Background: an optimization exercise with open tools, aiming at small area and a short achievable clock period. Do not read the settings as production practice.
At most, simulation tests tie the RTL to the original design; equivalence was not proved.
Function not checked in run 1: the RTL went through the layout flow alone.
No activity file was given, so power comes from the tool's default toggle rates.

**flow/design.v**
```verilog
module icache #(
  parameter int LINE_NUM   = 16,
  parameter int BLOCK_BITS = 128
) (
  input  logic                  clk,
  input  logic                  rst,
  input  logic                  rdy,
  input  logic [31:0]           pc_from_fch,
  input  logic                  req_from_fch,
  input  logic                  rollback_from_fch,
  output logic                  inst_valid_to_fch,
  output logic [31:0]           inst_to_fch,
  output logic                  busy_to_fch,
  output logic                  enable_sign_to_mem,
  output logic [31:0]           pc_to_mem,
  output logic                  rollback_sign_to_mem,
  input  logic                  finish_sign_from_mem,
  input  logic [BLOCK_BITS-1:0] inst_block_from_mem
);
  localparam int IDX_W = (LINE_NUM > 1) ? $clog2(LINE_NUM) : 1;
  localparam int TAG_W = 28 - IDX_W;
  logic                  wait_q;         
  logic                  valid_q;        
  logic                  enable_q;       
  logic [31:2]           pc_q;           
  logic [31:0]           inst_q;
  logic [LINE_NUM-1:0]   vld_q;
  logic [TAG_W-1:0]      tag_q  [LINE_NUM];
  logic [BLOCK_BITS-1:0] data_q [LINE_NUM];
  logic [IDX_W-1:0]    req_idx, lat_idx;
  logic [TAG_W-1:0]    req_tag;
  logic                hit, accept, fill;
  logic [LINE_NUM-1:0] req_sel;
  logic [3:0]          req_wsel, lat_wsel;
  logic [LINE_NUM-1:0] line_hit;
  logic [31:0]         word_rd [4];
  logic [31:0]         hit_word, fill_word, inst_rd;
  assign req_idx = pc_from_fch[4 +: IDX_W];
  assign req_tag = pc_from_fch[31 -: TAG_W];
  assign lat_idx = pc_q[4 +: IDX_W];
  always_comb begin
    hit_word  = '0;
    fill_word = '0;
    for (int w = 0; w < 4; w++) begin
      req_wsel[w] = (pc_from_fch[3:2] == 2'(w));
      lat_wsel[w] = (pc_q[3:2] == 2'(w));
    end
    for (int w = 0; w < 4; w++) word_rd[w] = '0;
    for (int i = 0; i < LINE_NUM; i++) begin
      req_sel[i] = (req_idx == IDX_W'(i));
      line_hit[i] = req_sel[i] && vld_q[i] && (tag_q[i] == req_tag);
      for (int w = 0; w < 4; w++)
        word_rd[w] = word_rd[w] | (data_q[i][32*w +: 32] & {32{req_sel[i]}});
    end
    for (int w = 0; w < 4; w++)
      hit_word = hit_word | (word_rd[w] & {32{req_wsel[w]}});
    for (int w = 0; w < 4; w++)
      fill_word = fill_word | (inst_block_from_mem[32*w +: 32] & {32{lat_wsel[w]}});
  end
  assign inst_rd = wait_q ? fill_word : hit_word;
  assign hit    = |line_hit;
  assign accept = req_from_fch && !rollback_from_fch;
  assign fill   = rdy && wait_q && finish_sign_from_mem;
  always_ff @(posedge clk) begin
    if (rst) begin
      wait_q   <= 1'b0;
      valid_q  <= 1'b0;
      enable_q <= 1'b0;
      vld_q    <= '0;
    end else if (rdy) begin
      if (!wait_q) begin
        valid_q  <= accept && hit;
        enable_q <= accept && !hit;
        wait_q   <= accept && !hit;
      end else begin
        valid_q  <= finish_sign_from_mem && !rollback_from_fch;
        enable_q <= 1'b0;
        wait_q   <= !finish_sign_from_mem && !rollback_from_fch;
        if (finish_sign_from_mem) vld_q[lat_idx] <= 1'b1;
      end
    end
  end
  always_ff @(posedge clk) begin
    if (rdy) inst_q <= inst_rd;
    if (rdy && !wait_q) pc_q <= pc_from_fch[31:2];
  end
  always_ff @(posedge clk) begin
    if (fill) begin
      tag_q[lat_idx]  <= pc_q[31 -: TAG_W];
      data_q[lat_idx] <= inst_block_from_mem;
    end
  end
  assign inst_valid_to_fch    = valid_q & rdy;
  assign enable_sign_to_mem   = enable_q & rdy;
  assign inst_to_fch          = inst_q;
  assign busy_to_fch          = wait_q;
  assign pc_to_mem            = {pc_q[31:4], 4'b0};
  assign rollback_sign_to_mem = rollback_from_fch;
endmodule
```
**flow/run.sh**
```bash
#!/bin/bash
# synth_recipe.tcl (not shown) runs the flow's synth.tcl, then flattens the netlist and writes it again
# the make line also repeats each setting of config.mk as NAME=value (left out here)
make -C /OpenROAD-flow-scripts/flow DESIGN_CONFIG=/design/flow/config.mk WORK_HOME=/design/flow/orfs CLKGATE_MAP_FILE= SYNTH_SCRIPT=/design/flow/synth_recipe.tcl finish
```
**flow/config.mk**
```make
export PLATFORM = sky130hd
export DESIGN_NAME = icache
export DESIGN_NICKNAME = icache
export VERILOG_FILES = /design/flow/design.v
export SDC_FILE = /design/flow/constraint.sdc
export NUM_CORES = 4
export LEC_CHECK = 0
export CAP_MARGIN = 20
export CORE_MARGIN = 2
export CORE_UTILIZATION = 55
export CTS_CLUSTER_DIAMETER = 60
export CTS_CLUSTER_SIZE = 30
export PLACE_DENSITY = 0.7
export SETUP_SLACK_MARGIN = 1.6
export SLEW_MARGIN = 20
```
**flow/constraint.sdc**
```tcl
create_clock -name core_clock -period 4.0 [get_ports {clk}]
set_input_delay 0.8000 -clock core_clock [delete_from_list [all_inputs] [get_ports {clk}]]
set_output_delay 0.8000 -clock core_clock [all_outputs]
set_load 0.01 [all_outputs]
```
==> results.py, run 1 <==
metrics = {
    "setup_path": {
        "cp-end-kind": "register",
        "critPathKind": "in -> reg",
        "arrival_ps": 3340,
        "path_max_fanout": 6,
        "startpoint_type": "primary input",
        "crit_required_ps": 4640,
        "r2r_slack_ps": 1590,
    },
    "detailed_routing": {
        "dr.pass1.iters": 6,
        "drtAntennaViolNets": 0,
        "wl_per_cell_um": 37.6,
        "via_per_inst": 7.04,
        "drc": 0,
        "vias": 56200,
        "wirelength_mm": 300,
        "drtIter0Drc": 10000,
    },
    "clocking": {
        "htreeDepth": 4,
        "clk_pin_slew_worst_paths_ps": 100,
        "hold_buffers": 0,
        "cts.path.max_buffers": 3,
        "clock_sinks": 2513,
        "cts_buffers": 137,
        "clkLatencyLatePin_ps": 840,
        "cts_root_buf": "clkbuf_16",
        "cts_tree": "done",
    },
    "power_and_ir_drop": {
        "sw_frac_of_total": 0.227,
        "p_sw_mw": 11.1,
        "pwr-share-seq": 0.595,
        "p_leak_nw": 36.5,
        "p_total_mw": 48.8,
        "p_int_mw": 37.7,
        "pwr-share-clk": 0.341,
        "p_per_area_mw_per_mm2": 429,
        "vdd_drop_max_v": 0.000516,
        "combPwrFrac": 0.064,
    },
    "logic_synthesis": {
        "ys_types": 48,
        "synth_top_area_share": 0.802,
        "synth.most_common_cell": "edfxtp_1",
        "synth_warnings": 2,
        "ys_top_cells_by_count": "2,494 x edfxtp_1, 397 x a22o_1, 396 x a221oi_1",
        "ys_ff_latch": 2513,
        "seq_area_frac_synth": 0.806,
        "ys_top_cells_by_area": "edfxtp_1 80%, a22o_1 3.7%, a221oi_1 3.7%, xor2_1 3.0%, a22oi_1 1.8%",
        "netlist_instances": 4879,
        "synth_top_cell_by_area": "edfxtp_1",
        "synth_area_mm2": 0.0934,
        "avgSynthCellArea_um2": 19.1,
        "async_flop_share": 0,
        "synth_edf_count": 2494,
        "ys.flop_type": "edfxtp_1",
    },
    "floorplanning": {
        "io_pins": 234,
        "core-area_mm2": 0.169,
        "dieArea_mm2": 0.173,
        "die_h_um": 416,
        "num_rows": 151,
        "initial_core_util": 0.552,
        "die_width_um": 416,
    },
    "final_layout": {
        "seqCellArea_mm2": 0.0753,
        "syn_to_final_growth_pct": 21.8,
        "multiInputGateArea_mm2": 0.0190,
        "fill_cells": 10400,
        "layout-drive-gt1-share": 0.243,
        "finalInstanceArea_mm2": 0.114,
        "layout.nets": 5796,
    },
    "sta": {
        "tightestPinTransition_ps": 1180,
        "drv_slew": 0,
        "setup_viol": 0,
        "finalCritPeriodShare": 0.674,
        "worst_hold_slack_ps": 337,
        "fmax_mhz": 371,
        "finalCriticalPeriod_ps": 2700,
        "rsz0062_at_grt": "yes",
        "hold_violations": 0,
        "max-slew-margin-rel": 0.216,
        "skew_ps": 33.3,
    },
    "placed_design": {
        "place_hpwl_mm": 156,
        "place_congestion": 0.839,
        "io_buffers": 227,
        "placed_cell_area_mm2": 0.102,
    },
    "grt": {
        "gr-total-overflow": 0,
        "antenna_found_initial": 44,
        "grt_use_total": 0.338,
        "grt_pass1_wl_mm": 410,
        "grt_max_degree": 72,
        "first_global_vias": 52700,
    },
    "run_status": {
        "status": "complete, no violations",
    },
    "run": {
        "maxCapViolations": 0,
    },
    "hold_path": {
        "holdCritPathClass": "in -> reg",
    },
}
## final cells by class
type / instances / share of cell area
antenna: 26 / 0.000572
clock buffer: 148 / 0.0322
clock inverter: 101 / 0.0106
inverter: 10 / 0.000330
multi-input combinational: 2025 / 0.167
sequential: 2513 / 0.662
tap: 2218 / 0.0244
timing repair buffer: 938 / 0.103
## state kept, by name, summed over array words and instances, names as in the netlist
| signal | count |
|---|---|
| data_q | 2048 |
| enable_q | 1 |
| inst_q | 32 |
| pc_q | 30 |
| tag_q | 384 |
| valid_q | 1 |
| vld_q | 16 |
| wait_q | 1 |
## power groups by stage
stage	sequential, mW	combinational (mW)	clock (mW)
after floorplan	29.7	1.02	0
after global placement	29.7	2.48	0
after detailed placement	29.7	2.52	0
after CTS	29.1	2.89	16.6
after global routing	29.1	3.23	17.5
final	29.1	3.14	16.6
## cell usage in the layout (no fill, tap or decap), drive strengths merged, types with 7 or more instances in the layout
| master | Yosys | final |
|---|---|---|
| nor4 | 97 | 97 |
| buf | 238 | 710 |
| a211oi | 20 | 20 |
| and3 | 41 | 41 |
| and4b | 4 | 7 |
| inv | 10 | 59 |
| a22o | 397 | 397 |
| clkdlybuf4s50 | 0 | 150 |
| nor2b | 20 | 20 |
| nor2 | 47 | 47 |
| a22oi | 230 | 230 |
| a21oi | 32 | 32 |
| xnor2 | 63 | 63 |
| clkbuf | 104 | 161 |
| diode | 0 | 26 |
| xor2 | 318 | 318 |
| a31oi | 28 | 28 |
| clkdlybuf4s15 | 0 | 8 |
| a221oi | 397 | 397 |
| clkinv | 0 | 41 |
| edfxtp | 2494 | 2494 |
| nand4 | 118 | 118 |
| bufbuf | 0 | 10 |
| nand3 | 69 | 69 |
| nand2b | 7 | 7 |
| dfxtp | 19 | 19 |
| o311ai | 20 | 20 |
| and4bb | 6 | 9 |
| o21ai | 7 | 7 |
| nand2 | 9 | 9 |
| mux4 | 42 | 42 |
| mux2 | 10 | 10 |
| dlygate4sd2 | 0 | 43 |
## timing repair
| action | 4_1_cts | 5_1_grt |
|---|---|---|
| setup buffers | 160 | 91 |
| pin swaps | 138 | 136 |
| endpoints found under the setup margin | 1818 | 130 |
| gates resized for setup | 552 | 229 |
| gates cloned | 52 | 12 |
## worst max-delay path, cell delays in order
cell	delay [ps]
buf_12	120
buf_4	150
buf_16	150
nor4b_4	580
buf_12	220
buf_12	130
a22o_1	150
a221oi_2	40
and3_1	180
nand4_1	160
o311ai_2	150
buf_4	210
a21oi_4	270
## final timing paths
check | startpoint | to | depth (start not counted)
max | pc_from_fch[4] | inst_q[26] | 13
max reg2reg | pc_q[7] | data_q[4][32] | 4
min reg2reg | enable_q | enable_q | 2
min | rdy | enable_q | 2
## stage by stage
stage	instances	worst slack, ps	setup TNS, ps	utilization
2_1_floorplan	4882	-1350	-834100	-
3_3_place_gp	7389	-134	-262	0.602
4_1_cts	7850	1470	0	0.659
3_5_place_dp	7389	-173	-365	0.602
6_report	7979	1300	0	0.673
5_1_grt	7973	1320	0	0.673
## cells by family (layout without fill, tap and decap cells)
group / count (synthesis) / after routing / synth area share
simple gates: 434 / 442 / 0.0273
fa+ha+maj: 5 / 5 / 0.000670
buf+inv: 352 / 1197 / 0.0176
compound gates: 1141 / 1141 / 0.101
other cells: 1 / 30 / 0.0000402
flops: 2513 / 2513 / 0.806
xor+xnor: 381 / 381 / 0.0357
mux: 52 / 52 / 0.0113
## routing by layer
metal	up-vias	GRT usage	wire (um)
li1	22000	-	-
met1	28700	0.457	103000
met2	4700	0.527	141000
met3	757	0.0748	40000
met4	20	0.160	15400
met5	-	0	136
==> run 2, diff against run 1 <==
--- a/flow/design.v
+++ b/flow/design.v
@@ -35,3 +35,2 @@
   logic [LINE_NUM-1:0] line_hit;
-  logic [31:0]         word_rd [4];
   logic [31:0]         hit_word, fill_word, inst_rd;
@@ -47,3 +46,2 @@
     end
-    for (int w = 0; w < 4; w++) word_rd[w] = '0;
     for (int i = 0; i < LINE_NUM; i++) begin
@@ -52,6 +50,4 @@
       for (int w = 0; w < 4; w++)
-        word_rd[w] = word_rd[w] | (data_q[i][32*w +: 32] & {32{req_sel[i]}});
+        hit_word = hit_word | (data_q[i][32*w +: 32] & {32{req_sel[i] & req_wsel[w]}});
     end
-    for (int w = 0; w < 4; w++)
-      hit_word = hit_word | (word_rd[w] & {32{req_wsel[w]}});
     for (int w = 0; w < 4; w++)
==> flow/flow/run.sh (new file) <==
#!/bin/bash
# Own layout flow: the standard flow (standard synthesis unchanged), with
# cell resizing not tied to the original footprint, plain buffers on the ports
# and a clock tree without dummy balancing loads.
set -euo pipefail
bash standard.sh MATCH_CELL_FOOTPRINT=0 \
  "BUFFER_PORTS_ARGS=-buffer_cell sky130_fd_sc_hd__buf_4" \
  "CTS_ARGS=-sink_clustering_enable -repair_clock_nets -sink_clustering_size 30 -sink_clustering_max_diameter 60 -dont_use_dummy_load" \
  finish > standard.log 2>&1
==> flow/standard.sh (new file) <==
#!/bin/bash
# synth_recipe.tcl (not shown) runs the flow's synth.tcl, then flattens the netlist and writes it again
# the make line also repeats each setting of config.mk as NAME=value (left out here)
make -C /OpenROAD-flow-scripts/flow DESIGN_CONFIG=/design/flow/config.mk WORK_HOME=/design/flow/orfs CLKGATE_MAP_FILE= SYNTH_SCRIPT=/design/flow/synth_recipe.tcl "${@:-finish}"
removed: flow/run.sh
==> results.py, run 2 <==
metrics = {
    "clocking": {
        "clock_sinks": 2513,
        "cts_tree": "done",
        "hold_buffers": 0,
        "cts.path.max_buffers": 3,
        "cts_root_buf": "clkbuf_16",
        "cts_buffers": 139,
        "clk_pin_slew_worst_paths_ps": 80,
        "clkLatencyLatePin_ps": 840,
        "htreeDepth": 4,
    },
    "logic_synthesis": {
        "synth_warnings": 1,
        "synth.most_common_cell": "edfxtp_1",
        "ys_ff_latch": 2513,
        "avgSynthCellArea_um2": 18.2,
        "ys_top_cells_by_area": "edfxtp_1 80%, a22oi_1 7.5%, xnor2_1 3.2%, nand4_1 1.2%, nand2_1 0.93%",
        "synth_top_cell_by_area": "edfxtp_1",
        "synth_area_mm2": 0.0931,
        "async_flop_share": 0,
        "ys.flop_type": "edfxtp_1",
        "netlist_instances": 5105,
        "synth_top_area_share": 0.804,
        "seq_area_frac_synth": 0.808,
        "ys_top_cells_by_count": "2,494 x edfxtp_1, 929 x a22oi_1, 337 x xnor2_1",
        "synth_edf_count": 2494,
        "ys_types": 45,
    },
    "final_layout": {
        "seqCellArea_mm2": 0.0753,
        "layout-drive-gt1-share": 0.179,
        "finalInstanceArea_mm2": 0.107,
        "layout.nets": 5802,
        "largest_reg_flops": 2048,
        "mostFrequentLayoutCell": "edfxtp_1",
        "final_cell_mix": "2,494 x edfxtp_1, 914 x a22oi_1, 484 x buf_4",
        "syn_to_final_growth_pct": 14.6,
        "reg_top3": "data_q (2048), tag_q (384), inst_q (32)",
        "multiInputGateArea_mm2": 0.0176,
        "fill_cells": 11300,
        "top_register": "data_q",
    },
    "power_and_ir_drop": {
        "vdd_drop_max_v": 0.000444,
        "combPwrFrac": 0.048,
        "p_leak_nw": 33.4,
        "p_per_area_mw_per_mm2": 425,
        "p_total_mw": 45.3,
        "pwr-share-seq": 0.642,
        "pwr-share-clk": 0.310,
        "p_sw_mw": 9.37,
        "p_int_mw": 35.9,
        "sw_frac_of_total": 0.207,
    },
    "placed_design": {
        "place_hpwl_mm": 175,
        "place_congestion": 0.879,
        "placed_cell_area_mm2": 0.100,
        "io_buffers": 227,
    },
    "grt": {
        "gr-total-overflow": 0,
        "grt_pass1_wl_mm": 441,
        "antenna_found_initial": 41,
        "first_global_vias": 53200,
        "grt_max_degree": 106,
        "grt_use_total": 0.373,
    },
    "sta": {
        "finalCritPeriodShare": 0.621,
        "fin_setup_tns_ps": 0,
        "setup_viol": 0,
        "drv_slew": 0,
        "rsz0062_at_grt": "yes",
        "skew_ps": 80.0,
        "finalCriticalPeriod_ps": 2480,
        "hold_violations": 0,
        "worst_hold_slack_ps": 249,
        "tightestPinTransition_ps": 1190,
        "fmax_mhz": 403,
        "max-slew-margin-rel": 0.209,
    },
    "detailed_routing": {
        "dr.pass1.iters": 7,
        "drc": 0,
        "vias": 57700,
        "wl_per_cell_um": 42.1,
        "wirelength_mm": 332,
        "drtAntennaViolNets": 0,
        "via_per_inst": 7.32,
        "drtIter0Drc": 11200,
    },
    "setup_path": {
        "critPathKind": "in -> reg",
        "path_max_fanout": 17,
        "critPathBufInv": 2,
        "cp-end-kind": "register",
        "crit_chain": "buf_8, nand4bb_4, buf_4, nor2_4, a22oi_1, and4_1, nand4_1, or4_4, o32a_1",
        "cp_slowest_cell": "or4_4",
        "r2r_slack_ps": 1580,
        "path_delay_family": "simple AND/OR/NAND/NOR gates",
        "startpoint_type": "primary input",
        "cpPeakStageDelay_ps": 560,
        "arrival_ps": 3010,
        "timing.rr.end": "data_q[4][89]",
        "crit_required_ps": 4530,
        "reg2reg_from": "pc_q[4]",
        "r2r_cells": 5,
    },
    "floorplanning": {
        "dieArea_mm2": 0.173,
        "die_width_um": 415,
        "num_rows": 151,
        "initial_core_util": 0.552,
        "core-area_mm2": 0.169,
        "die_h_um": 415,
        "io_pins": 234,
    },
    "hold_path": {
        "min_to": "pc_q[3]",
        "holdCritPathClass": "in -> reg",
        "hold_path_depth": 1,
        "min_from": "pc_from_fch[3]",
    },
    "run": {
        "maxCapViolations": 0,
    },
    "run_status": {
        "status": "complete, no violations",
    },
}
## run 2: cell count changes after synthesis, sizes merged, moves of 50 or more
cell    previous run  this run
xnor2             63       337
a221oi           397        23
buf              238       136
nor2              47       120
a22oi            230       929
nor4              97        47
xor2             318        49
clkbuf           104       167
nand2              9       231
a22o             397        32
nand4            118       175
## run 2: routing by layer
layer  part of all wire  routed length, um  global-route usage
met1               0.32             105000               0.491
met2               0.45             148000               0.553
met3               0.17              55400               0.109
met4              0.070              23400               0.223
met5            0.00073                244                   0
## run 2: per-stage QoR
step	utilization	worst slack, ps	instances
after floorplan	-	-1350	5108
after global placement	0.594	394	7526
after detailed placement	0.595	342	7528
after CTS	0.626	1570	7794
after global routing	0.632	1500	7873
final	0.633	1520	7888
## run 2: worst register-to-register path, delay by kind of cell (launching register included)
kind          cells  cell delay [ps]
flops             1              500
buf+inv           2              560
simple gates      2              590
fa+ha+maj         1              290
## run 2: worst max path at each step
stage / startpoint / end / slack (ps) / cells after the start
floorplan: finish_sign_from_mem / data_q[3][0] / -1350 / 4
global placement: pc_from_fch[4] / inst_q[12] / 390 / 10
detailed placement: pc_from_fch[4] / wait_q / 340 / 8
CTS: pc_from_fch[6] / inst_q[13] / 1570 / 10
global route: pc_from_fch[7] / inst_q[16] / 1500 / 9
finish: pc_from_fch[7] / inst_q[16] / 1520 / 9
## run 2: cells by family (layout without fill, tap and decap cells)
group,Yosys count,after routing,share of synthesized area
flops,2513,2513,0.808
compound gates,1093,1093,0.0886
other cells,1,45,0.0000403
mux,33,33,0.00785
buf+inv,309,828,0.0146
xor+xnor,386,386,0.0363
simple gates,765,767,0.0435
fa+ha+maj,5,5,0.000672
## run 2: timing repair
item / 4_1_cts / 5_1_grt
endpoints found under the setup margin: 920 / 329
resized for setup: 77 / 77
cloned: 10 / 13
buffers inserted: 117 / 40
pin swaps: 33 / 25
## run 2: power by group through the flow
stage / clock (mW) / combinational (mW) / sequential (mW)
finish: 14.0 / 2.19 / 29.1
global route: 14.8 / 2.24 / 29.1
CTS: 13.9 / 2.07 / 29.1
detailed placement: 0 / 1.90 / 29.8
global placement: 0 / 1.86 / 29.8
floorplan: 0 / 0.739 / 29.7
## run 2: cell type report
type                       instances  share of cell area
inverter                           6            0.000223
clock buffer                     139              0.0326
antenna                           41            0.000961
tap                             2218              0.0260
timing repair buffer             683              0.0700
multi-input combinational       2288               0.165
sequential                      2513               0.705
==> run 3, diff against run 2 <==
--- a/flow/config.mk
+++ b/flow/config.mk
@@ -13,3 +13,4 @@
 export PLACE_DENSITY = 0.7
-export SETUP_SLACK_MARGIN = 1.6
+export SETUP_SLACK_MARGIN = 1.8
 export SLEW_MARGIN = 20
+export TNS_END_PERCENT = 10
==> results.py, run 3 <==
metrics = {
    "run_status": {
        "status": "complete, no violations",
    },
    "final_layout": {
        "instances_no_fill": 8081,
        "largest_reg_flops": 2048,
        "final_util": 0.652,
        "reg_top3": "data_q (2048), tag_q (384), inst_q (32)",
        "layout.nets": 5991,
        "layout-drive-gt1-share": 0.219,
        "syn_to_final_growth_pct": 18.1,
        "final_cell_mix": "2,494 x edfxtp_1, 878 x a22oi_1, 546 x buf_4",
        "mostFrequentLayoutCell": "edfxtp_1",
        "top_register": "data_q",
        "fill_cells": 10900,
        "finalInstanceArea_mm2": 0.110,
    },
    "logic_synthesis": {
        "seq_area_frac_synth": 0.808,
        "avgSynthCellArea_um2": 18.2,
        "synth_warnings": 1,
        "ys_types": 45,
        "ys.flop_type": "edfxtp_1",
        "ys_ff_latch": 2513,
        "netlist_instances": 5105,
        "ys_top_cells_by_count": "2,494 x edfxtp_1, 929 x a22oi_1, 337 x xnor2_1",
        "synth_edf_count": 2494,
        "ys_top_cells_by_area": "edfxtp_1 80%, a22oi_1 7.5%, xnor2_1 3.2%, nand4_1 1.2%, nand2_1 0.93%",
        "async_flop_share": 0,
        "synth_top_area_share": 0.804,
        "synth.most_common_cell": "edfxtp_1",
        "synth_top_cell_by_area": "edfxtp_1",
        "synth_area_mm2": 0.0931,
    },
    "detailed_routing": {
        "drc": 0,
        "wl_per_cell_um": 43.4,
        "drtIter0Drc": 12500,
        "drtAntennaViolNets": 0,
        "vias": 60200,
        "wirelength_mm": 351,
        "via_per_inst": 7.44,
        "dr.pass1.iters": 6,
    },
    "sta": {
        "rsz0062_at_grt": "yes",
        "fin_setup_tns_ps": 0,
        "tightestPinTransition_ps": 1230,
        "finalCriticalPeriod_ps": 2530,
        "fin_ws_ps": 1470,
        "fmax_mhz": 395,
        "drv_slew": 0,
        "finalCritPeriodShare": 0.633,
        "skew_ps": 81.3,
        "worst_hold_slack_ps": 217,
        "max-slew-margin-rel": 0.183,
        "setup_viol": 0,
        "hold_violations": 0,
    },
    "setup_path": {
        "path_max_fanout": 8,
        "startpoint_type": "primary input",
        "reg2reg_from": "pc_q[7]",
        "critPathKind": "in -> reg",
        "r2r_cells": 3,
        "crit_required_ps": 4650,
        "critPathLaunch": "pc_from_fch[6]",
        "cp-end-kind": "register",
        "arrival_ps": 3180,
    },
    "placed_design": {
        "place_hpwl_mm": 175,
        "placedCellCount": 7528,
        "placed_cell_area_mm2": 0.100,
        "place_congestion": 0.879,
        "pre_cts_slack_ps": 342,
        "io_buffers": 227,
    },
    "power_and_ir_drop": {
        "combPwrFrac": 0.051,
        "p_int_mw": 36.0,
        "sw_frac_of_total": 0.209,
        "p_sw_mw": 9.51,
        "p_total_mw": 45.5,
        "pwr-share-clk": 0.310,
        "vdd_drop_max_v": 0.000459,
        "p_leak_nw": 34.8,
        "pwr-share-seq": 0.639,
        "p_per_area_mw_per_mm2": 414,
    },
    "clocking": {
        "htreeDepth": 4,
        "hold_buffers": 0,
        "cts_root_buf": "clkbuf_16",
        "cts_tree": "done",
        "clkLatencyLatePin_ps": 840,
        "clock_sinks": 2513,
        "cts.path.max_buffers": 3,
        "clk_pin_slew_worst_paths_ps": 80,
        "cts_buffers": 139,
    },
    "floorplanning": {
        "initial_core_util": 0.552,
        "num_rows": 151,
        "core-area_mm2": 0.169,
        "die_h_um": 415,
        "io_pins": 234,
        "dieArea_mm2": 0.173,
        "die_width_um": 415,
    },
    "grt": {
        "grt_use_total": 0.388,
        "antenna_found_initial": 42,
        "first_global_vias": 54400,
        "grt_pass1_wl_mm": 457,
        "grt_max_degree": 106,
        "gr-total-overflow": 0,
    },
    "hold_path": {
        "min_from": "pc_from_fch[3]",
        "hold_path_depth": 1,
        "holdCritPathClass": "in -> reg",
    },
    "run": {
        "maxCapViolations": 0,
    },
}
[run 3: logic make-up after synthesis]
group           after synthesis  share of synthesized area
simple gates                765                     0.0435
fa+ha+maj                     5                   0.000672
mux                          33                    0.00785
xor+xnor                    386                     0.0363
buf+inv                     309                     0.0146
compound gates             1093                     0.0886
flops                      2513                      0.808
other cells                   1                  0.0000403
[run 3: path summary, 6_finish.rpt]
kind                            slack, ps             end
worst max register to register       1630  data_q[4][123]
worst min-delay path                  220         pc_q[3]
worst min register to register        490       vld_q[11]
worst max-delay path                 1470       inst_q[9]
[run 3: cell type report]
type / instances / area [um^2] / share of cell area
Timing Repair Buffer: 873 / 10200 / 0.0927
Multi-Input combinational cell: 2287 / 18100 / 0.164
Clock buffer: 139 / 3480 / 0.0316
Antenna cell: 45 / 113 / 0.00102
Tap cell: 2218 / 2780 / 0.0252
Inverter: 6 / 23.8 / 0.000216
Sequential cell: 2513 / 75300 / 0.685
[run 3: what timing repair did]
| action | 4_1_cts | 5_1_grt |
|---|---|---|
| endpoints found under the setup margin | 1911 | 1435 |
| pin swaps | 159 | 50 |
| gates resized for setup | 307 | 70 |
| gates cloned | 29 | 21 |
| buffers inserted | 263 | 56 |
[run 3: power by group through the flow]
| stage | Clock, mW | Sequential (mW) | Combinational, mW |
|---|---|---|---|
| after CTS | 13.9 | 29.1 | 2.20 |
| final | 14.1 | 29.1 | 2.33 |
| after detailed placement | 0 | 29.8 | 1.90 |
| after global placement | 0 | 29.8 | 1.86 |
| after global routing | 14.8 | 29.1 | 2.37 |
| after floorplan | 0 | 29.7 | 0.739 |
[run 3: routing by layer]
layer / track usage / vias up / routed length, um
met2: 0.568 / 6546 / 151000
met4: 0.249 / 20 / 29000
met5: 0 / - / 247
li1: - / 22200 / -
met3: 0.132 / 1524 / 61400
met1: 0.500 / 29900 / 109000
[run 3: critical path, cell delays in order]
cell and delay (ps):
buf_12 110, or4b_4 560, buf_8 150, buf_4 130, nor2_4 490, buf_6 200
buf_12 160, a22oi_2 60, nand4_1 110, nor4_1 60, a31oi_1 180, buf_4 150
==> run 4, diff against run 3 <==
--- a/flow/config.mk
+++ b/flow/config.mk
@@ -9,8 +9,7 @@
 export CORE_MARGIN = 2
-export CORE_UTILIZATION = 55
+export CORE_UTILIZATION = 50
 export CTS_CLUSTER_DIAMETER = 60
 export CTS_CLUSTER_SIZE = 30
-export PLACE_DENSITY = 0.7
-export SETUP_SLACK_MARGIN = 1.8
+export PLACE_DENSITY = 0.62
+export SETUP_SLACK_MARGIN = 1.6
 export SLEW_MARGIN = 20
-export TNS_END_PERCENT = 10
==> results.py, run 4 <==
metrics = {
    "grt": {
        "grt_use_total": 0.358,
        "grtUsageMet1": 0.484,
        "grt_max_degree": 77,
        "use_met3": 0.0877,
        "grt-busiest-layer": "met2",
        "grt_use_met2": 0.540,
        "antenna_found_initial": 33,
        "gr-total-overflow": 0,
        "grt_pass1_wl_mm": 462,
        "first_global_vias": 53300,
    },
    "final_layout": {
        "largest_reg_flops": 2048,
        "layout-drive-gt1-share": 0.181,
        "mostFrequentLayoutCell": "edfxtp_1",
        "layout.nets": 5818,
        "fill_cells": 13700,
        "top_register": "data_q",
        "final_cell_mix": "2,494 x edfxtp_1, 917 x a22oi_1, 485 x buf_4",
        "reg_top3": "data_q (2048), tag_q (384), inst_q (32)",
        "syn_to_final_growth_pct": 15.2,
    },
    "floorplanning": {
        "dieArea_mm2": 0.190,
        "io_pins": 234,
        "initial_core_util": 0.503,
        "num_rows": 158,
        "core-area_mm2": 0.185,
        "die_width_um": 436,
        "die_h_um": 436,
    },
    "logic_synthesis": {
        "ys_top_cells_by_count": "2,494 x edfxtp_1, 929 x a22oi_1, 337 x xnor2_1",
        "ys.flop_type": "edfxtp_1",
        "synth_warnings": 1,
        "async_flop_share": 0,
        "seq_area_frac_synth": 0.808,
        "ys_ff_latch": 2513,
        "synth_edf_count": 2494,
        "synth.most_common_cell": "edfxtp_1",
        "synth_area_mm2": 0.0931,
        "ys_types": 45,
        "synth_top_area_share": 0.804,
        "synth_top_cell_by_area": "edfxtp_1",
        "netlist_instances": 5105,
        "avgSynthCellArea_um2": 18.2,
        "ys_top_cells_by_area": "edfxtp_1 80%, a22oi_1 7.5%, xnor2_1 3.2%, nand4_1 1.2%, nand2_1 0.93%",
    },
    "detailed_routing": {
        "vias": 57400,
        "drtAntennaViolNets": 0,
        "drtIter0Drc": 10600,
        "wirelength_mm": 345,
        "drc": 0,
        "wl_per_cell_um": 42.4,
        "via_per_inst": 7.04,
        "dr.pass1.iters": 6,
    },
    "sta": {
        "worst_hold_slack_ps": 274,
        "max-slew-margin-rel": 0.205,
        "fin_ws_ps": 1510,
        "skew_ps": 87.5,
        "fmax_mhz": 402,
        "drv_slew": 0,
        "hold_violations": 0,
        "setup_viol": 0,
        "finalCriticalPeriod_ps": 2490,
        "rsz0062_at_grt": "yes",
        "finalCritPeriodShare": 0.622,
        "tightestPinTransition_ps": 1190,
    },
    "power_and_ir_drop": {
        "vdd_drop_max_v": 0.000389,
        "p_leak_nw": 33.5,
        "sw_frac_of_total": 0.209,
        "p_total_mw": 46.1,
        "pwr-share-seq": 0.631,
        "pwr-share-clk": 0.321,
        "p_per_area_mw_per_mm2": 430,
        "p_sw_mw": 9.65,
        "combPwrFrac": 0.048,
        "p_int_mw": 36.4,
    },
    "setup_path": {
        "cp-end-kind": "register",
        "critPathKind": "in -> reg",
        "r2r_cells": 5,
        "arrival_ps": 3140,
        "path_max_fanout": 18,
        "startpoint_type": "primary input",
        "crit_chain": "buf_12, or4b_4, buf_4, nor2_4, buf_6, a22oi_1, nand4_1, o32a_1",
        "cpPeakStageDelay_ps": 610,
        "cp_slowest_cell": "or4b_4",
        "crit_required_ps": 4650,
    },
    "placed_design": {
        "place_hpwl_mm": 183,
        "place_congestion": 0.893,
        "pre_cts_slack_ps": 343,
        "io_buffers": 227,
    },
    "clocking": {
        "hold_buffers": 0,
        "cts_root_buf": "clkbuf_16",
        "cts_buffers": 151,
        "htreeDepth": 4,
        "clock_sinks": 2513,
        "clk_pin_slew_worst_paths_ps": 70,
        "clkLatencyLatePin_ps": 830,
        "cts.path.max_buffers": 3,
        "cts_tree": "done",
    },
    "run_status": {
        "status": "complete, no violations",
    },
    "hold_path": {
        "holdCritPathClass": "in -> reg",
        "hold_path_depth": 1,
    },
    "run": {
        "maxCapViolations": 0,
    },
}
## run 4: critical path, delay by kind of cell
kind / cells / cell delay [ps]
AO/OA/AOI/OAI: 2 / 440
buffers and inverters: 3 / 860
AND/OR/NAND/NOR: 3 / 1010
## run 4: timing repair
action	4_1_cts	5_1_grt
gates cloned	10	4
gates resized for setup	80	73
endpoints found under the setup margin	1557	150
pin swaps	35	24
buffers inserted	122	27
## run 4: power by group through the flow
stage               Combinational, mW  Sequential (mW)  Clock, mW
floorplan                       0.739             29.7          0
global placement                 1.96             29.7          0
detailed placement               1.99             29.7          0
CTS                              2.12             29.1       14.8
global route                     2.27             29.1       15.6
finish                           2.20             29.1       14.8
## run 4: cell families after synthesis
family,count (synthesis),share of synthesized area
other,1,0.0000403
xor gates and xnor gates,386,0.0363
AOI/OAI and AO/OA,1093,0.0886
adders and majority gates,5,0.000672
and+or+nand+nor,765,0.0435
buffers and inverters,309,0.0146
muxes,33,0.00785
DFF,2513,0.808
## run 4: final timing paths
| kind | from | endpoint | slack (ps) |
|---|---|---|---|
| max | pc_from_fch[6] | inst_q[2] | 1510 |
| min | pc_from_fch[6] | pc_q[6] | 270 |
| max reg2reg | wait_q | inst_q[16] | 1610 |
| min reg2reg | vld_q[3] | vld_q[3] | 480 |
## run 4: layout make-up
cell class | instances | area [um^2] | share of cell area
diodes | 30 | 75.1 | 0.000700
clock buffers | 151 | 3780 | 0.0352
inverters | 6 | 23.8 | 0.000222
multi-input cells | 2286 | 17600 | 0.164
flip-flops and latches | 2513 | 75300 | 0.701
well taps | 2480 | 3100 | 0.0289
repair buffers | 689 | 7500 | 0.0699
## run 4: metrics by stage
stage,cells,cell area (um^2),utilization,setup TNS (ps)
6_report,8155,107000,0.579,0
3_3_place_gp,7805,101000,0.544,0
5_1_grt,8145,107000,0.579,0
4_1_cts,8094,107000,0.575,0
3_5_place_dp,7811,101000,0.545,0
2_1_floorplan,5108,93300,-,-802000
## run 4: metal layers
layer  vias up  routed length, um
li1      21800                  -
met3       982              49100
met2      5029             157000
met5         -                 79
met4        12              20400
met1     29500             119000
==> run 5, diff against run 4 <==
--- a/flow/flow/run.sh
+++ b/flow/flow/run.sh
@@ -7,3 +7,3 @@
   "BUFFER_PORTS_ARGS=-buffer_cell sky130_fd_sc_hd__buf_4" \
-  "CTS_ARGS=-sink_clustering_enable -repair_clock_nets -sink_clustering_size 30 -sink_clustering_max_diameter 60 -dont_use_dummy_load" \
+  "CTS_ARGS=-sink_clustering_enable -repair_clock_nets -sink_clustering_size 16 -sink_clustering_max_diameter 45 -buf_list sky130_fd_sc_hd__clkbuf_8 -dont_use_dummy_load" \
   finish > standard.log 2>&1
--- a/flow/config.mk
+++ b/flow/config.mk
@@ -9,6 +9,6 @@
 export CORE_MARGIN = 2
-export CORE_UTILIZATION = 50
+export CORE_UTILIZATION = 55
 export CTS_CLUSTER_DIAMETER = 60
 export CTS_CLUSTER_SIZE = 30
-export PLACE_DENSITY = 0.62
+export PLACE_DENSITY = 0.7
 export SETUP_SLACK_MARGIN = 1.6
==> results.py, run 5 <==
metrics = {
    "run_status": {
        "status": "complete, no violations",
    },
    "setup_path": {
        "path_delay_family": "flip-flops",
        "critPathKind": "reg -> out",
        "crit_chain": "buf_6",
        "reg2reg_from": "pc_q[4]",
        "startpoint_type": "register",
        "r2r_cells": 5,
        "critPathLaunch": "inst_q[31]",
        "critPathBufInv": 1,
        "cpPeakStageDelay_ps": 570,
        "timing.rr.end": "data_q[3][66]",
        "r2r_slack_ps": 1530,
        "cp-end-kind": "output pin",
        "path_max_fanout": 1,
        "crit_required_ps": 3200,
        "cp_slowest_cell": "edfxtp_1",
        "arrival_ps": 1790,
    },
    "floorplanning": {
        "die_width_um": 415,
        "initial_core_util": 0.552,
        "num_rows": 151,
        "die_h_um": 415,
        "io_pins": 234,
        "dieArea_mm2": 0.173,
        "core-area_mm2": 0.169,
    },
    "grt": {
        "grt_max_degree": 101,
        "first_global_vias": 53500,
        "grt_pass1_wl_mm": 438,
        "gr-total-overflow": 0,
        "grt_use_total": 0.370,
        "antenna_found_initial": 37,
    },
    "clocking": {
        "cts_buffers": 217,
        "cts_tree": "done",
        "cts.path.max_buffers": 3,
        "clk_pin_slew_worst_paths_ps": 110,
        "cts_root_buf": "clkbuf_8",
        "hold_buffers": 0,
        "clock_sinks": 2513,
        "htreeDepth": 4,
        "clkLatencyLatePin_ps": 1020,
    },
    "sta": {
        "setup_viol": 0,
        "rsz0062_at_grt": "yes",
        "skew_ps": 125,
        "hold_violations": 0,
        "fmax_mhz": 385,
        "max-slew-margin-rel": 0.220,
        "drv_slew": 0,
        "finalCritPeriodShare": 0.649,
        "finalCriticalPeriod_ps": 2590,
        "fin_setup_tns_ps": 0,
        "tightestPinTransition_ps": 1170,
    },
    "final_layout": {
        "final_cell_mix": "2,494 x edfxtp_1, 929 x a22oi_1, 434 x buf_4",
        "mostFrequentLayoutCell": "edfxtp_1",
        "syn_to_final_growth_pct": 12.7,
        "instances_no_fill": 7886,
        "reg_top3": "data_q (2048), tag_q (384), inst_q (32)",
        "final_util": 0.622,
        "largest_reg_flops": 2048,
        "multiInputGateArea_mm2": 0.0174,
        "top_register": "data_q",
        "layout-drive-gt1-share": 0.174,
        "seqCellArea_mm2": 0.0753,
        "fill_cells": 11700,
        "layout.nets": 5805,
    },
    "detailed_routing": {
        "vias": 57400,
        "drtIter0Drc": 10200,
        "dr.pass1.iters": 6,
        "wirelength_mm": 324,
        "drtAntennaViolNets": 0,
        "drc": 0,
        "wl_per_cell_um": 41.1,
        "via_per_inst": 7.28,
    },
    "logic_synthesis": {
        "ys.flop_type": "edfxtp_1",
        "synth_top_cell_by_area": "edfxtp_1",
        "ys_top_cells_by_area": "edfxtp_1 80%, a22oi_1 7.5%, xnor2_1 3.2%, nand4_1 1.2%, nand2_1 0.93%",
        "netlist_instances": 5105,
        "ys_top_cells_by_count": "2,494 x edfxtp_1, 929 x a22oi_1, 337 x xnor2_1",
        "synth_top_area_share": 0.804,
        "synth_area_mm2": 0.0931,
        "ys_ff_latch": 2513,
        "ys_types": 45,
        "synth.most_common_cell": "edfxtp_1",
        "avgSynthCellArea_um2": 18.2,
        "async_flop_share": 0,
        "seq_area_frac_synth": 0.808,
        "synth_warnings": 1,
        "synth_edf_count": 2494,
    },
    "hold_path": {
        "holdCritPathClass": "in -> reg",
        "min_to": "data_q[14][64]",
        "hold_path_depth": 1,
        "min_from": "inst_block_from_mem[64]",
    },
    "placed_design": {
        "io_buffers": 227,
        "place_congestion": 0.879,
        "placedCellCount": 7528,
        "place_hpwl_mm": 175,
    },
    "power_and_ir_drop": {
        "vdd_drop_max_v": 0.000383,
        "p_leak_nw": 32.6,
        "p_per_area_mw_per_mm2": 418,
    },
    "run": {
        "maxCapViolations": 0,
    },
}
## run 5: cell counts after synthesis
No cell type changed its count.
## run 5: report_power, final
part / total (mW) / leakage (nW) / switching, mW / internal, mW
combinational: 2.12 / 8.47 / 1.42 / 0.703
clock: 12.7 / 1.56 / 7.88 / 4.80
sequential: 29.1 / 22.6 / 0.0762 / 29.0
## run 5: cell type report
class,count,area share
flip-flops and latches,2513,0.717
multi-input cells,2286,0.165
repair buffers,610,0.0616
clock buffers,217,0.0285
well taps,2218,0.0264
diodes,36,0.000858
inverters,6,0.000226
## run 5: worst max path at each step
stage                      end  slack (ps)  cells after the start
3_5_place_dp            wait_q         340                      8
4_1_cts         inst_to_fch[0]        1410                      1
3_3_place_gp        inst_q[12]         390                     10
5_1_grt        inst_to_fch[31]        1370                      1
6_report       inst_to_fch[31]        1410                      1
2_1_floorplan     data_q[3][0]       -1350                      4
## run 5: metrics by stage
step | hold WS (ps) | instance area, um^2 | power (mW) | setup WS [ps]
2_1_floorplan | 437 | 93300 | 30.4 | -1350
3_3_place_gp | 451 | 100000 | 31.6 | 394
3_5_place_dp | 465 | 100000 | 31.7 | 342
4_1_cts | 14.0 | 104000 | 43.8 | 1410
5_1_grt | 46.6 | 105000 | 44.8 | 1370
6_report | 87.7 | 105000 | 43.9 | 1410
## run 5: kinds of logic after synthesis
| kind of cell | after synthesis | synth area share |
|---|---|---|
| AO/OA/AOI/OAI | 1093 | 0.0886 |
| XOR/XNOR | 386 | 0.0363 |
| adder cells (fa/ha/maj) | 5 | 0.000672 |
| buffers and inverters | 309 | 0.0146 |
| flip-flops | 2513 | 0.808 |
| multiplexers | 33 | 0.00785 |
| other | 1 | 0.0000403 |
| AND/OR/NAND/NOR | 765 | 0.0435 |
## run 5: timing repair
action,CTS,global route
pin swaps,18,6
gates cloned,3,4
gates resized for setup,69,40
endpoints found under the setup margin,1116,376
buffers inserted,80,18
## run 5: per-layer routing
layer	GRT usage	vias up	share of wire
met4	0.207	14	0.065
met3	0.105	1127	0.16
li1	-	21700	-
met5	0.000556	-	0.00029
met1	0.489	28900	0.33
met2	0.556	5718	0.45
==> run 6, diff against run 5 <==
--- a/flow/flow/run.sh
+++ b/flow/flow/run.sh
@@ -7,3 +7,3 @@
   "BUFFER_PORTS_ARGS=-buffer_cell sky130_fd_sc_hd__buf_4" \
-  "CTS_ARGS=-sink_clustering_enable -repair_clock_nets -sink_clustering_size 16 -sink_clustering_max_diameter 45 -buf_list sky130_fd_sc_hd__clkbuf_8 -dont_use_dummy_load" \
+  "CTS_ARGS=-sink_clustering_enable -repair_clock_nets -sink_clustering_size 18 -sink_clustering_max_diameter 45 -buf_list {sky130_fd_sc_hd__clkbuf_8 sky130_fd_sc_hd__clkbuf_16} -root_buf sky130_fd_sc_hd__clkbuf_16 -dont_use_dummy_load" \
   finish > standard.log 2>&1
==> results.py, run 6 <==
metrics = {
    "run_status": {
        "status": "complete, no violations",
    },
    "setup_path": {
        "crit_required_ps": 4580,
        "critPathKind": "in -> reg",
        "cpPeakStageDelay_ps": 440,
        "arrival_ps": 3020,
        "startpoint_type": "primary input",
        "path_max_fanout": 26,
        "timing.rr.end": "data_q[3][59]",
        "cp-end-kind": "register",
        "reg2reg_from": "pc_q[4]",
        "r2r_slack_ps": 1590,
        "r2r_cells": 4,
        "crit_chain": "buf_6, nand4b_1, buf_6, nor2_4, buf_12, a22o_1, a221oi_1, nand3_1, or4_1, o32a_1",
        "cp_slowest_cell": "or4_1",
        "crit_top_cell": "buf_6",
    },
    "detailed_routing": {
        "wirelength_mm": 332,
        "drtIter0Drc": 11000,
        "drtAntennaViolNets": 0,
        "wl_per_cell_um": 41.8,
        "dr.pass1.iters": 7,
        "vias": 58200,
        "via_per_inst": 7.34,
        "drc": 0,
    },
    "placed_design": {
        "placedCellCount": 7528,
        "io_buffers": 227,
        "place_hpwl_mm": 175,
        "place_congestion": 0.879,
        "placed_cell_area_mm2": 0.100,
    },
    "logic_synthesis": {
        "synth.most_common_cell": "edfxtp_1",
        "synth_edf_count": 2494,
        "netlist_instances": 5105,
        "synth_top_area_share": 0.804,
        "ys_types": 45,
        "ys_ff_latch": 2513,
        "synth_warnings": 1,
        "ys_top_cells_by_count": "2,494 x edfxtp_1, 929 x a22oi_1, 337 x xnor2_1",
        "ys_top_cells_by_area": "edfxtp_1 80%, a22oi_1 7.5%, xnor2_1 3.2%, nand4_1 1.2%, nand2_1 0.93%",
        "synth_area_mm2": 0.0931,
        "synth_top_cell_by_area": "edfxtp_1",
        "async_flop_share": 0,
        "seq_area_frac_synth": 0.808,
        "avgSynthCellArea_um2": 18.2,
        "ys.flop_type": "edfxtp_1",
    },
    "clocking": {
        "cts_buffers": 214,
        "cts_tree": "done",
        "clock_sinks": 2513,
        "clkLatencyLatePin_ps": 870,
        "clk_pin_slew_worst_paths_ps": 70,
        "cts.path.max_buffers": 3,
        "cts_root_buf": "clkbuf_16",
        "htreeDepth": 4,
    },
    "sta": {
        "max-slew-margin-rel": 0.224,
        "finalCriticalPeriod_ps": 2440,
        "setup_viol": 0,
        "finalCritPeriodShare": 0.611,
        "drv_slew": 0,
        "rsz0062_at_grt": "yes",
        "skew_ps": 62.7,
        "fmax_mhz": 409,
        "worst_hold_slack_ps": 211,
        "hold_violations": 0,
        "tightestPinTransition_ps": 1160,
    },
    "final_layout": {
        "finalInstanceArea_mm2": 0.108,
        "syn_to_final_growth_pct": 16.1,
        "top_register": "data_q",
        "mostFrequentLayoutCell": "edfxtp_1",
        "instances_no_fill": 7926,
        "reg_top3": "data_q (2048), tag_q (384), inst_q (32)",
        "largest_reg_flops": 2048,
        "layout.nets": 5846,
        "final_cell_mix": "2,494 x edfxtp_1, 918 x a22oi_1, 473 x buf_4",
        "layout-drive-gt1-share": 0.184,
    },
    "floorplanning": {
        "num_rows": 151,
        "io_pins": 234,
        "core-area_mm2": 0.169,
        "die_h_um": 415,
        "initial_core_util": 0.552,
        "dieArea_mm2": 0.173,
        "die_width_um": 415,
    },
    "power_and_ir_drop": {
        "p_per_area_mw_per_mm2": 455,
        "p_leak_nw": 34.1,
        "vdd_drop_max_v": 0.000473,
    },
    "hold_path": {
        "min_from": "pc_from_fch[3]",
        "hold_path_depth": 1,
        "holdCritPathClass": "in -> reg",
        "min_to": "pc_q[3]",
    },
    "grt": {
        "grt_max_degree": 102,
        "grt_pass1_wl_mm": 442,
        "gr-total-overflow": 0,
        "grt_use_total": 0.373,
        "antenna_found_initial": 36,
        "first_global_vias": 54100,
    },
    "run": {
        "maxCapViolations": 0,
    },
}
run 6: cell counts after synthesis:
Identical to the previous run, type by type.
run 6: how the worst max path moves through the flow:
stage | start | end | depth (start not counted)
floorplan | finish_sign_from_mem | data_q[3][0] | 4
global placement | pc_from_fch[4] | inst_q[12] | 10
detailed placement | pc_from_fch[4] | wait_q | 8
CTS | inst_q[1] | inst_to_fch[1] | 1
global route | pc_from_fch[4] | inst_q[31] | 10
finish | pc_from_fch[4] | inst_q[31] | 10
run 6: logic make-up (layout without fill, tap and decap cells):
logic type	count (synthesis)	in the layout	share of synthesized area
DFF	2513	2513	0.808
AOI/OAI and AO/OA	1093	1093	0.0886
and+or+nand+nor	765	765	0.0435
xor gates and xnor gates	386	386	0.0363
buffers and inverters	309	874	0.0146
muxes	33	33	0.00785
adders and majority gates	5	5	0.000672
other	1	39	0.0000403
run 6: timing repair:
item | in CTS | in global routing
setup buffers | 111 | 21
hold buffers | 0 | 0
gates cloned | 6 | 11
pin swaps | 28 | 16
endpoints found under the setup margin | 1234 | 310
gates resized for setup | 71 | 66
run 6: area by class of cell:
cell class                 instances  area (um^2)
timing repair buffer             654         7010
inverter                           6         23.8
tap                             2218         2780
fill                           11200        60600
sequential                      2513        75300
clock buffer                     214         5360
antenna                           35         87.6
multi-input combinational       2286        17500
run 6: worst max-delay path: cells and delay by family:
kind | cells | cell delay, ps
simple gates | 4 | 810
buf+inv | 3 | 580
compound gates | 3 | 790
run 6: layer usage:
layer	wire length, um	global-route usage	vias to the layer above
li1	-	-	21900
met1	107000	0.489	29100
met2	147000	0.553	5924
met3	54000	0.112	1234
met4	24000	0.226	25
met5	279	0	-
run 6: metrics by stage:
| step | utilization | setup TNS [ps] | worst slack (ps) | total power, mW |
|---|---|---|---|---|
| after floorplan | - | -802000 | -1350 | 30.4 |
| after global placement | 0.594 | 0 | 394 | 31.6 |
| after detailed placement | 0.595 | 0 | 342 | 31.7 |
| after CTS | 0.636 | 0 | 1580 | 49.0 |
| after global routing | 0.640 | 0 | 1480 | 50.0 |
| final | 0.641 | 0 | 1560 | 49.2 |
run 6: report_power, final:
group | switching [mW] | leakage [nW] | internal, mW
combinational | 1.44 | 8.81 | 0.719
clock | 8.58 | 2.64 | 9.31
sequential | 0.0725 | 22.6 | 29.1
==> run 7, diff against run 6 <==
==> flow/flow/run.sh (replaced) <==
#!/bin/bash
# Own layout flow: the standard flow (standard synthesis unchanged), with
# cell resizing not tied to the original footprint and plain buffers on the ports.
set -euo pipefail
bash standard.sh MATCH_CELL_FOOTPRINT=0 \
  "BUFFER_PORTS_ARGS=-buffer_cell sky130_fd_sc_hd__buf_4" \
  finish > standard.log 2>&1
==> results.py, run 7 <==
metrics = {
    "clocking": {
        "hold_buffers": 0,
        "cts.path.max_buffers": 3,
        "htreeDepth": 4,
        "clkLatencyLatePin_ps": 830,
        "cts_buffers": 139,
        "cts_tree": "done",
        "clock_sinks": 2513,
        "clk_pin_slew_worst_paths_ps": 90,
        "cts_root_buf": "clkbuf_16",
    },
    "final_layout": {
        "final_util": 0.638,
        "instances_no_fill": 7966,
        "top_register": "data_q",
        "layout-drive-gt1-share": 0.191,
        "finalInstanceArea_mm2": 0.108,
        "mostFrequentLayoutCell": "edfxtp_1",
        "syn_to_final_growth_pct": 15.6,
        "seqCellArea_mm2": 0.0753,
        "largest_reg_flops": 2048,
        "reg_top3": "data_q (2048), tag_q (384), inst_q (32)",
        "multiInputGateArea_mm2": 0.0176,
        "final_cell_mix": "2,494 x edfxtp_1, 912 x a22oi_1, 480 x buf_4",
        "layout.nets": 5778,
        "fill_cells": 11300,
    },
    "logic_synthesis": {
        "synth.most_common_cell": "edfxtp_1",
        "avgSynthCellArea_um2": 18.2,
        "ys_top_cells_by_area": "edfxtp_1 80%, a22oi_1 7.5%, xnor2_1 3.2%, nand4_1 1.2%, nand2_1 0.93%",
        "synth_edf_count": 2494,
        "synth_top_cell_by_area": "edfxtp_1",
        "ys.flop_type": "edfxtp_1",
        "synth_area_mm2": 0.0931,
        "synth_warnings": 1,
        "ys_types": 45,
        "seq_area_frac_synth": 0.808,
        "ys_top_cells_by_count": "2,494 x edfxtp_1, 929 x a22oi_1, 337 x xnor2_1",
        "netlist_instances": 5105,
        "synth_top_area_share": 0.804,
        "async_flop_share": 0,
        "ys_ff_latch": 2513,
    },
    "hold_path": {
        "min_from": "pc_from_fch[3]",
        "min_to": "pc_q[3]",
        "holdCritPathClass": "in -> reg",
        "hold_path_depth": 1,
    },
    "floorplanning": {
        "io_pins": 234,
        "dieArea_mm2": 0.173,
        "num_rows": 151,
        "die_h_um": 415,
        "die_width_um": 415,
        "initial_core_util": 0.552,
        "core-area_mm2": 0.169,
    },
    "placed_design": {
        "io_buffers": 227,
        "place_congestion": 0.879,
        "place_hpwl_mm": 175,
        "placedCellCount": 7528,
        "pre_cts_slack_ps": 342,
        "placed_cell_area_mm2": 0.100,
    },
    "power_and_ir_drop": {
        "p_per_area_mw_per_mm2": 443,
        "p_total_mw": 47.7,
        "p_leak_nw": 33.8,
        "vdd_drop_max_v": 0.000466,
    },
    "sta": {
        "setup_viol": 0,
        "worst_hold_slack_ps": 262,
        "max-slew-margin-rel": 0.183,
        "hold_violations": 0,
        "finalCritPeriodShare": 0.620,
        "skew_ps": 49.3,
        "rsz0062_at_grt": "yes",
        "finalCriticalPeriod_ps": 2480,
        "drv_slew": 0,
        "tightestPinTransition_ps": 1230,
        "fmax_mhz": 404,
        "fin_setup_tns_ps": 0,
        "fin_ws_ps": 1520,
    },
    "setup_path": {
        "arrival_ps": 3150,
        "crit_required_ps": 4680,
        "cpPeakStageDelay_ps": 670,
        "cp_slowest_cell": "or4b_4",
        "timing.rr.end": "wait_q",
        "crit_chain": "buf_8, or4b_4, nor2_4, buf_12, a22oi_1, nand4_1, nor2_1, nand3_1, o22a_1",
        "r2r_slack_ps": 1630,
        "reg2reg_from": "tag_q[7][11]",
        "critPathBufInv": 2,
        "path_delay_family": "simple AND/OR/NAND/NOR gates",
        "r2r_cells": 7,
        "path_max_fanout": 17,
        "cp-end-kind": "register",
        "startpoint_type": "primary input",
        "critPathKind": "in -> reg",
    },
    "detailed_routing": {
        "wl_per_cell_um": 41.3,
        "drtAntennaViolNets": 0,
        "drc": 0,
        "drtIter0Drc": 11100,
        "dr.pass1.iters": 9,
        "wirelength_mm": 329,
        "vias": 57500,
        "via_per_inst": 7.22,
    },
    "grt": {
        "grt_max_degree": 106,
        "grt_use_total": 0.372,
        "grt_pass1_wl_mm": 441,
        "gr-total-overflow": 0,
        "first_global_vias": 53200,
        "antenna_found_initial": 36,
    },
    "run": {
        "maxCapViolations": 0,
    },
    "run_status": {
        "status": "complete, no violations",
    },
}
[run 7: cell types whose count changed in the layout (fill, tap and decap cells not counted), moves of 7 or more]
cell / delta
inv_6: +18
diode_2: -8
clkbuf_16: -75
buf_12: +7
buf_4: +7
clkinv_2: +7
buf_6: -8
clkinvlp_4: +18
inv_12: +14
clkinv_4: +11
clkinv_8: +16
inv_8: +13
[run 7: cell type report]
cell class / instances / area share
clock buffer: 147 / 0.0332
tap: 2218 / 0.0258
multi-input combinational: 2287 / 0.164
sequential: 2513 / 0.699
clock inverter: 108 / 0.0113
inverter: 6 / 0.000221
timing repair buffer: 660 / 0.0659
antenna: 27 / 0.000628
[run 7: logic make-up (layout without fill, tap and decap cells)]
logic type	count (synthesis)	in the layout	share of synthesized area
buffers and inverters	309	921	0.0146
AO/OA/AOI/OAI	1093	1093	0.0886
XOR/XNOR	386	386	0.0363
adder cells (fa/ha/maj)	5	5	0.000672
flip-flops	2513	2513	0.808
other	1	31	0.0000403
AND/OR/NAND/NOR	765	766	0.0435
multiplexers	33	33	0.00785
[run 7: routing by layer]
layer	vias to the layer above	routed length [um]	GRT usage
li1	21900	-	-
met2	5600	147000	0.564
met1	28900	106000	0.491
met4	23	22000	0.200
met3	1152	52700	0.104
met5	-	231	0
[run 7: repair_timing]
item | 4_1_cts | 5_1_grt
setup endpoints to repair | 978 | 394
gates cloned | 6 | 9
pin swaps | 29 | 15
buffers inserted | 111 | 30
gates resized for setup | 75 | 70
[run 7: worst max path at each step]
stage,start,endpoint,depth (start not counted)
after global placement,pc_from_fch[4],inst_q[12],10
after floorplan,finish_sign_from_mem,data_q[3][0],4
final,pc_from_fch[5],inst_q[25],9
after global routing,pc_from_fch[7],inst_q[16],9
after CTS,pc_from_fch[2],inst_q[30],11
after detailed placement,pc_from_fch[4],wait_q,8
[run 7: report_power, final]
part	switching [mW]	internal, mW
logic	1.45	0.722
registers	0.0708	29.0
clock network	9.30	7.11
total	10.8	36.8

==> static timing again, ports no longer ideal <==
Ports are ideal in the flow. The routed layouts listed here were re-timed in OpenROAD.
Step 1, drivers: a clkbuf_16 drives clk and a buf_2 each remaining input, both assumed.
Step 2 also shifts input and output timing later by t, the mid clock arrival at the registers, as if the neighbouring blocks saw the same clock.
Slacks: no drivers / after step 1 / after step 2; pairs: no drivers / after step 1.
run	t (ns)	setup WS [ns]	hold slack, ns	latest minus earliest clock arrival (ns)	cell pins on the clock port's net
run 1	0.907	1.302 / 1.343 / 0.435	0.337 / 0.293 / 0.494	0.045 / 0.045	1
run 2	0.869	1.518 / 1.423 / 0.553	0.249 / 0.227 / 0.489	0.112 / 0.113	1
run 3	0.879	1.469 / 1.352 / 0.472	0.217 / 0.200 / 0.487	0.113 / 0.113	1
run 4	0.890	1.510 / 1.475 / 0.584	0.274 / 0.222 / 0.476	0.114 / 0.115	1
run 5	1.052	1.406 / 1.327 / 0.435	0.088 / 0.039 / 0.484	0.157 / 0.158	1
run 6	0.924	1.556 / 1.487 / 0.588	0.211 / 0.203 / 0.484	0.085 / 0.085	1
run 7	0.888	1.522 / 1.448 / 0.560	0.262 / 0.223 / 0.485	0.056 / 0.056	1
After both steps every run listed still meets setup and hold. The setup slack of run 3, which loses most, moves by -0.117 ns with the drivers and by -0.997 ns with both steps.
